Background: an optimization exercise with open tools, aiming at small area. Do not read the settings as production practice.
At most, simulation tests tie the RTL to the original design; equivalence was not proved.
Power figures rest on the tool's default switching activity, not on a simulated workload.

==> inputs of trial 21 <==
Design decode_stage, start of the top module:
module decode_stage (
   input  logic                   clk,
   input  logic                   rstn,
   input  logic [32-1:0]       instruction_in,
   input  logic [32-1:0]       pc_in,
   input  logic [32-1:0]       pc_pls4_in,
   input  logic                   wrb_rd_write,
   input  logic [5-1:0] wrb_rd_addr,
   input  logic [32-1:0]       wrb_rd_data,
   output logic [32-1:0]       pc,
   output logic [32-1:0]       pc_pls4,
   output logic [32-1:0]       rs1_data,
   output logic [32-1:0]       rs2_data,
   output logic [5-1:0] rd_addr,
   output logic [32-1:0]       immediate,
   output decode_pkg::alu_op_e                alu_op,
   output decode_pkg::alu_a_sel_e             alu_a_sel,
   output decode_pkg::alu_b_sel_e             alu_b_sel,
   output decode_pkg::wb_sel_e                wb_sel,
   output logic                   reg_write,
   output logic                   dmem_req,
   output logic                   dmem_write,
   output logic                   dmem_unsigned,
   output decode_pkg::mem_size_e              dmem_size,
   output logic                   branch_enable,
   output decode_pkg::branch_op_e             branch_op,
   output logic                   jump_request,
   output logic                   pc_stall,
   output logic                   jalr_lsb_clear,
   output logic                   load_hazard_stall  
);
   decode_pkg::instr_u instr_eff;  
   logic               insert_nop;
   logic               jump_or_branch;
   decode_pkg::cls_e   cls_nxt;
   logic [31:7]        ir;
   decode_pkg::cls_e   cls;
   logic               vld;
   logic               bubble2;
   logic [32-1:1]   sel1, sel2;
   logic [7:0]             rs1_hi, rs2_hi, wr_hi, wr_hi_n;
   logic [3:0]             rs1_lo, rs2_lo, wr_lo, wr_lo_n;
   logic [32-1:0]       rs1_nxt, rs2_nxt;
   assign instr_eff = insert_nop ? 32'h0000_0013 : instruction_in;
   always_ff @(posedge clk or negedge rstn) begin
  ...
export LEC_CHECK = 0
export CAP_MARGIN = 10
export CORE_MARGIN = 2
export CORE_UTILIZATION = 50
export PLACE_DENSITY = 0.62
export SLEW_MARGIN = 10
export SYNTH_HIERARCHICAL = 1
create_clock -name core_clock -period 4.0 [get_ports {clk}]
standard.sh (not shown) runs the stock make flow with config.mk's settings and CLKGATE_MAP_FILE= SYNTH_SCRIPT=/design/flow/synth_recipe.tcl, a recipe that flattens the netlist after the stock synthesis.
==> flow/flow/run.sh <==
#!/bin/bash
# Layout flow: the standard ORFS flow (standard.sh) with these changes to
# how the layout is made:
#  - the port buffers that global placement inserts are buf_1 cells,
#  - clock tree synthesis uses larger sink clusters and no dummy loads, and
#  - after floorplan, the gates driving the register-file row lines are sized
#    up (flow/upsize_rows.tcl), so placement need not buffer those rows.
# Every tool's output goes to its own log in this folder (ORFS keeps its
# per-step logs under orfs/logs).
set -euo pipefail
export BUFFER_PORTS_ARGS="-buffer_cell sky130_fd_sc_hd__buf_1"
export CTS_ARGS="-sink_clustering_enable -repair_clock_nets -dont_use_dummy_load -sink_clustering_size 28 -sink_clustering_max_diameter 100"
export POST_FLOORPLAN_TCL="$PWD/flow/upsize_rows.tcl"
bash standard.sh synth > flow_synth.log 2>&1
bash standard.sh finish > flow_finish.log 2>&1
==> flow/flow/upsize_rows.tcl <==
# Size up the gates that drive the register-file row lines (the one-hot read
# selects and the write enables, each with one load per bit of a register) so
# that one gate drives its whole row. Run after floorplan (POST_FLOORPLAN_TCL).
set n 0
foreach inst [[ord::get_db_block] getInsts] {
  set m [[$inst getMaster] getName]
  if {$m ne "sky130_fd_sc_hd__and2_1" && $m ne "sky130_fd_sc_hd__or2_1"} { continue }
  set net [[$inst findITerm X] getNet]
  if {$net eq "NULL" || [llength [$net getITerms]] < 17} { continue }
  replace_cell [$inst getName] [string map {_1 _4} $m]
  incr n
}
puts "upsize_rows: sized up $n row-line drivers"
==> build 66 (differences from trial 21) <==
--- a/flow/design.v
+++ b/flow/design.v
@@ -29,13 +29,13 @@
    typedef enum logic [3:0] {
-      CLS_OP     = 4'd10,
-      CLS_UNK    = 4'd12,  
-      CLS_LOAD   = 4'd3,
-      CLS_IMM    = 4'd8,
-      CLS_JALR   = 4'd4,
-      CLS_STORE  = 4'd0,
-      CLS_BRANCH = 4'd1,
-      CLS_LUI    = 4'd9,
-      CLS_AUIPC  = 4'd6,
-      CLS_JAL    = 4'd15,
-      CLS_NOP    = 4'd2    
+      CLS_OP     = 4'd12,
+      CLS_UNK    = 4'd13,  
+      CLS_LOAD   = 4'd9,
+      CLS_IMM    = 4'd2,
+      CLS_JALR   = 4'd3,
+      CLS_STORE  = 4'd15,
+      CLS_BRANCH = 4'd11,
+      CLS_LUI    = 4'd10,
+      CLS_AUIPC  = 4'd1,
+      CLS_JAL    = 4'd5,
+      CLS_NOP    = 4'd7    
    } cls_e;
==> comparison table <==
Area fraction in compound gates after synthesis: build 66 37.90%; trial 21 37.73%
Critical R2R Capture: build 66 rs2_data[20]$_DFF_P_; trial 21 rs2_data[15]$_DFF_P_
Maximum clock frequency: build 66 269.4 MHz; trial 21 294.3 MHz
Via count of the first global-routing pass: build 66 39830; trial 21 40030
Worst-path clk slew: build 66 0.11 ns; trial 21 0.10 ns
Clock tree skew after final layout: build 66 0.05394 ns; trial 21 0.07967 ns
Filler Cell Count: build 66 7297; trial 21 7153
Cell area after synthesis: build 66 0.04242 mm²; trial 21 0.04252 mm²
Area fraction of the dominant cell type after synthesis: build 66 54.22%; trial 21 54.09%
Outcome: build 66 finished clean; trial 21 finished clean
Total clock network power: build 66 0.00572 W; trial 21 0.00571 W
Final design area excluding fillers: build 66 0.04668 mm²; trial 21 0.04673 mm²
Min-Delay Endpoint: build 66 pc_pls4[1]$_DFF_P_; trial 21 pc_pls4[11]$_DFF_P_
Number of distinct library cell variants in the gate-level netlist after synthesis: build 66 60; trial 21 66
Total core area: build 66 0.08382 mm²; trial 21 0.08395 mm²
Largest stage delay on the critical path: build 66 0.64 ns; trial 21 0.46 ns
Sequential fraction of the synthesis area: build 66 54.34%; trial 21 54.21%
Signal inverters: build 66 8; trial 21 7
Combinational-cell power consumption: build 66 0.00495 W; trial 21 0.00449 W
Overall power: build 66 0.02755 W; trial 21 0.02691 W
Final-layout non-clock buffer area share: build 66 3.101%; trial 21 3.103%
Via total after detailed routing: build 66 41750; trial 21 41820
Slew @ Worst Pin: build 66 1.026 ns; trial 21 1.103 ns

---

==> run Z <==
decode_stage, a different RTL version from the one above (not shown whole).
==> module rf_or3, before the edit <==
module rf_or3 (input logic a, b, c, output logic y);
   assign y = a | b | c;
endmodule
==> module rf_read_bit, before the edit <==
module rf_read_bit (
   input  logic [32-1:1] sel,
   input  logic [32-1:1] d,
   output logic                 q
);
   logic [10:0] t;  
   logic [2:0]  h;  
   for (genvar g = 0; g < 10; g++) begin : g_aoi
      rf_aoi222 u (
         .a1(sel[3*g+1]), .a2(d[3*g+1]),
         .b1(sel[3*g+2]), .b2(d[3*g+2]),
         .c1(sel[3*g+3]), .c2(d[3*g+3]),
         .y (t[g])
      );
   end
   rf_nand2 u_last (.a(sel[31]), .b(d[31]), .y(t[10]));
   rf_nand4 u_h0 (.a(t[0]), .b(t[1]), .c(t[2]),  .d(t[3]), .y(h[0]));
   rf_nand4 u_h1 (.a(t[4]), .b(t[5]), .c(t[6]),  .d(t[7]), .y(h[1]));
   rf_nand3 u_h2 (.a(t[8]), .b(t[9]), .c(t[10]),           .y(h[2]));
   rf_or3   u_q  (.a(h[0]), .b(h[1]), .c(h[2]), .y(q));
endmodule
==> module decode_stage, before the edit <==
module decode_stage (
   input  logic                   clk,
   input  logic                   rstn,
   input  logic [32-1:0]       instruction_in,
   input  logic [32-1:0]       pc_in,
   input  logic [32-1:0]       pc_pls4_in,
   input  logic                   wrb_rd_write,
   input  logic [5-1:0] wrb_rd_addr,
   input  logic [32-1:0]       wrb_rd_data,
   output logic [32-1:0]       pc,
   output logic [32-1:0]       pc_pls4,
   output logic [32-1:0]       rs1_data,
   output logic [32-1:0]       rs2_data,
   output logic [5-1:0] rd_addr,
   output logic [32-1:0]       immediate,
   output decode_pkg::alu_op_e                alu_op,
   output decode_pkg::alu_a_sel_e             alu_a_sel,
   output decode_pkg::alu_b_sel_e             alu_b_sel,
   output decode_pkg::wb_sel_e                wb_sel,
   output logic                   reg_write,
   output logic                   dmem_req,
   output logic                   dmem_write,
   output logic                   dmem_unsigned,
   output decode_pkg::mem_size_e              dmem_size,
   output logic                   branch_enable,
   output decode_pkg::branch_op_e             branch_op,
   output logic                   jump_request,
   output logic                   pc_stall,
   output logic                   jalr_lsb_clear,
   output logic                   load_hazard_stall  
);
   decode_pkg::instr_u instr_eff;  
   logic               insert_nop;
   logic               jump_or_branch;
   logic               ex_load;
   decode_pkg::cls_e   cls_nxt;
   logic [31:7]        ir;
   decode_pkg::cls_e   cls;
   logic               vld;
   logic               bubble2;
   logic                   pw_en;
   logic [5-1:0] pw_addr;
   logic [32-1:0]       pw_data;
   logic [32-1:1]   sel1, sel2;  
   assign instr_eff = insert_nop ? 32'h0000_0013 : instruction_in;
   always_comb begin
      case (instr_eff.r.opcode)
         decode_pkg::OPC_LOAD:   cls_nxt = decode_pkg::CLS_LOAD;
         decode_pkg::OPC_IMM:    cls_nxt = decode_pkg::CLS_IMM;
         decode_pkg::OPC_AUIPC:  cls_nxt = decode_pkg::CLS_AUIPC;
         decode_pkg::OPC_STORE:  cls_nxt = decode_pkg::CLS_STORE;
         decode_pkg::OPC_OP:     cls_nxt = decode_pkg::CLS_OP;
         decode_pkg::OPC_LUI:    cls_nxt = decode_pkg::CLS_LUI;
         decode_pkg::OPC_BRANCH: cls_nxt = decode_pkg::CLS_BRANCH;
         decode_pkg::OPC_JALR:   cls_nxt = decode_pkg::CLS_JALR;
         decode_pkg::OPC_JAL:    cls_nxt = decode_pkg::CLS_JAL;
         default:                cls_nxt = decode_pkg::CLS_UNK;
      endcase
   end
   always_ff @(posedge clk or negedge rstn) begin
      if (!rstn) begin
         vld     <= 1'b0;
         bubble2 <= 1'b0;
      end else begin
         vld     <= 1'b1;
         bubble2 <= jump_or_branch;
      end
   end
   always_ff @(posedge clk) begin
      pc      <= pc_in;
      pc_pls4 <= pc_pls4_in;
      ir      <= instr_eff[31:7];
      cls     <= cls_nxt;
      pw_en   <= wrb_rd_write;
      pw_addr <= wrb_rd_addr;
      pw_data <= wrb_rd_data;
   end
   assign rd_addr = ir[11:7];
   for (genvar i = 1; i < 32; i++) begin : g_row
      logic [32-1:0] r;    
      logic             we, we_n;
      logic [32-1:0] nxt;
      assign we   = pw_en & (pw_addr == i);
      assign we_n = ~we;
      for (genvar b = 0; b < 32; b++) begin : g_hold
         rf_hold_bit u_hold (
            .q(r[b]), .d(pw_data[b]), .en(we), .en_n(we_n), .nxt(nxt[b])
         );
      end
      always_ff @(posedge clk) begin
         r <= nxt;
      end
      assign sel1[i] = (ir[19:15] == i);
      assign sel2[i] = (ir[24:20] == i);
   end
   for (genvar b = 0; b < 32; b++) begin : g_bit
      logic [32-1:1] col;
      for (genvar i = 1; i < 32; i++) begin : g_col
         assign col[i] = g_row[i].r[b];
      end
      rf_read_bit u_rd1 (.sel(sel1), .d(col), .q(rs1_data[b]));
      rf_read_bit u_rd2 (.sel(sel2), .d(col), .q(rs2_data[b]));
   end
   imm_gen u_imm (.cls(cls), .ir(ir), .imm(immediate));
   control_decoder u_dec (
      .vld            (vld),
      .cls            (cls),
      .funct3         (ir[14:12]),
      .alt            (ir[30]),
      .rd_nz          (|ir[11:7]),
      .alu_op         (alu_op),
      .alu_a_sel      (alu_a_sel),
      .alu_b_sel      (alu_b_sel),
      .wb_sel         (wb_sel),
      .reg_write      (reg_write),
      .dmem_req       (dmem_req),
      .dmem_write     (dmem_write),
      .dmem_unsigned  (dmem_unsigned),
      .dmem_size      (dmem_size),
      .branch_enable  (branch_enable),
      .branch_op      (branch_op),
      .jump_request   (jump_request),
      .pc_stall       (pc_stall),
      .jalr_lsb_clear (jalr_lsb_clear),
      .jump_or_branch (jump_or_branch),
      .ex_load        (ex_load)
   );
   bubble_ctrl u_bub (
      .bubble2           (bubble2),
      .jump_or_branch    (jump_or_branch),
      .instr_raw         (instruction_in),  
      .ex_load           (ex_load),
      .ex_rd             (rd_addr),
      .insert_nop        (insert_nop),
      .load_hazard_stall (load_hazard_stall)
   );
endmodule
export LEC_CHECK = 0
export CAP_MARGIN = 20
export CORE_MARGIN = 2
export CORE_UTILIZATION = 30
export PLACE_DENSITY = 0.45
export SLEW_MARGIN = 20
export SYNTH_HIERARCHICAL = 1
create_clock -name core_clock -period 4.0 [get_ports {clk}]
run.sh (not shown) runs the stock make flow with config.mk's settings and CLKGATE_MAP_FILE= SYNTH_SCRIPT=/design/flow/synth_recipe.tcl, a recipe that flattens the netlist after the stock synthesis.
Stock flow here: none of the scripts above is used.
==> run D: changes against run Z <==
--- a/flow/design.v
+++ b/flow/design.v
@@ -120,4 +120,4 @@
 endmodule
-module rf_or3 (input logic a, b, c, output logic y);
-   assign y = a | b | c;
+module rf_o31a (input logic a, b, c, k, output logic y);
+   assign y = (a | b | c) & k;
 endmodule
@@ -126,2 +126,3 @@
    input  logic [32-1:1] d,
+   input  logic                 keep,
    output logic                 q
@@ -142,3 +143,3 @@
    rf_nand3 u_h2 (.a(t[8]), .b(t[9]), .c(t[10]),           .y(h[2]));
-   rf_or3   u_q  (.a(h[0]), .b(h[1]), .c(h[2]), .y(q));
+   rf_o31a  u_q  (.a(h[0]), .b(h[1]), .c(h[2]), .k(keep), .y(q));
 endmodule
@@ -361,6 +362,4 @@
    logic               bubble2;
-   logic                   pw_en;
-   logic [5-1:0] pw_addr;
-   logic [32-1:0]       pw_data;
-   logic [32-1:1]   sel1, sel2;  
+   logic [32-1:1]   sel1, sel2;
+   logic [32-1:0]       rs1_nxt, rs2_nxt;
    assign instr_eff = insert_nop ? 32'h0000_0013 : instruction_in;
@@ -394,5 +393,4 @@
       cls     <= cls_nxt;
-      pw_en   <= wrb_rd_write;
-      pw_addr <= wrb_rd_addr;
-      pw_data <= wrb_rd_data;
+      rs1_data <= rs1_nxt;
+      rs2_data <= rs2_nxt;
    end
@@ -403,3 +401,3 @@
       logic [32-1:0] nxt;
-      assign we   = pw_en & (pw_addr == i);
+      assign we   = wrb_rd_write & (wrb_rd_addr == i);
       assign we_n = ~we;
@@ -407,3 +405,3 @@
          rf_hold_bit u_hold (
-            .q(r[b]), .d(pw_data[b]), .en(we), .en_n(we_n), .nxt(nxt[b])
+            .q(r[b]), .d(wrb_rd_data[b]), .en(we), .en_n(we_n), .nxt(nxt[b])
          );
@@ -413,4 +411,4 @@
       end
-      assign sel1[i] = (ir[19:15] == i);
-      assign sel2[i] = (ir[24:20] == i);
+      assign sel1[i] = (instruction_in[19:15] == i);
+      assign sel2[i] = (instruction_in[24:20] == i);
    end
@@ -421,4 +419,4 @@
       end
-      rf_read_bit u_rd1 (.sel(sel1), .d(col), .q(rs1_data[b]));
-      rf_read_bit u_rd2 (.sel(sel2), .d(col), .q(rs2_data[b]));
+      rf_read_bit u_rd1 (.sel(sel1), .d(col), .keep(~insert_nop), .q(rs1_nxt[b]));
+      rf_read_bit u_rd2 (.sel(sel2), .d(col), .keep(~insert_nop), .q(rs2_nxt[b]));
    end
==> flow/flow/run.sh (new file) <==
#!/bin/bash
# Layout flow: the standard ORFS flow (standard.sh) with two changes to how
# the layout is made:
#  - the port buffers that global placement inserts are buf_1 cells, and
#  - clock tree synthesis uses larger sink clusters and no dummy loads.
# Every tool's output goes to its own log in this folder (ORFS keeps its
# per-step logs under orfs/logs).
set -euo pipefail
export BUFFER_PORTS_ARGS="-buffer_cell sky130_fd_sc_hd__buf_1"
export CTS_ARGS="-sink_clustering_enable -repair_clock_nets -dont_use_dummy_load -sink_clustering_size 25 -sink_clustering_max_diameter 100"
bash standard.sh synth > flow_synth.log 2>&1
bash standard.sh finish > flow_finish.log 2>&1
==> flow/standard.sh (new file) <==
#!/bin/bash
# synth_recipe.tcl (not shown) runs the flow's synth.tcl, then flattens the netlist and writes it again
# the make line also repeats each setting of config.mk as NAME=value (left out here)
make -C /OpenROAD-flow-scripts/flow DESIGN_CONFIG=/design/flow/config.mk WORK_HOME=/design/flow/orfs CLKGATE_MAP_FILE= SYNTH_SCRIPT=/design/flow/synth_recipe.tcl "${@:-finish}"
- CAP_MARGIN: 20 -> 5
- CORE_UTILIZATION: 30 -> 50
- PLACE_DENSITY: 0.45 -> 0.62
- SLEW_MARGIN: 20 -> 5
removed: flow/run.sh
==> qor summary <==
|  | run Z | run D |
|---|---|---|
| Area taken by multi-input logic gates | 0.0203 mm^2 | 0.0195 mm^2 |
| Kind of critical path | register to output port | input port to register |
| Wl on met1 | 94100 um | 72000 um |
| Initial detailed-routing violation count | 8753 | 8990 |
| Path depth of the worst reg2reg path | 7 | 9 |
| Number of library cell types mapped by synthesis | 67 | 66 |
| Fin Clk Skew | 0.0254 ns | 0.0682 ns |
| Final Instance Area | 0.0590 mm^2 | 0.0482 mm^2 |
| Logic gate share of total power | 16.4% | 17.0% |
| Pin count of the biggest net entering global routing | 34 | 42 |
| Sequential fraction of total cell area | 38.2% | 47.8% |
| Largest voltage drop on the vdd net | 0.000288 V | 0.000415 V |
| Met1 layer usage reported by global route | 41.9% | 54.3% |
| Vias per inst | 6.88 | 8.12 |
| Buffers and inverters on the worst path | 4 | 1 |
| Power attributed to sequential cells | 0.0160 W | 0.0168 W |
| Reg area | 0.0226 mm^2 | 0.0231 mm^2 |
| Number of antenna diodes | 4 | 7 |
| Global Route met2 Usage | 46.8% | 64.8% |
| Placer's final routability congestion estimate | 0.862 | 0.996 |
| Total power consumption of the routed design | 0.0342 W | 0.0274 W |
| Outcome | failed layout checks | finished clean |
| Layout check failures | setup timing | - |
For run Z, only the layout was checked, not whether the RTL still works.

[what the ideal ports hide]
How much do the figures lean on ideal ports? The routed layouts below were timed once more, with nothing changed but the port constraints.
Step 1, drivers: a clkbuf_16 drives clk and a buf_2 each remaining input, both assumed.
Step 2 also shifts input and output timing later by t, the mid clock arrival at the registers, as if the neighbouring blocks saw the same clock.
Slacks: ideal / step 1 / step 2; pairs: ideal / step 1.
run	t, ns	slack for setup (ns)	pins driven straight from the clock port
trial 21	0.702	0.602 / 0.531 / 0.606	1
build 66	0.720	0.288 / 0.217 / 0.472	1
run Z	0.847	-0.204 / -0.281 / 0.401	1
run D	0.714	0.504 / 0.473 / -0.165	1
Met with ideal ports but missed after step 2: setup timing in run D. The setup slack of run D, which loses most, moves by -0.031 ns with the drivers and by -0.669 ns with both steps.
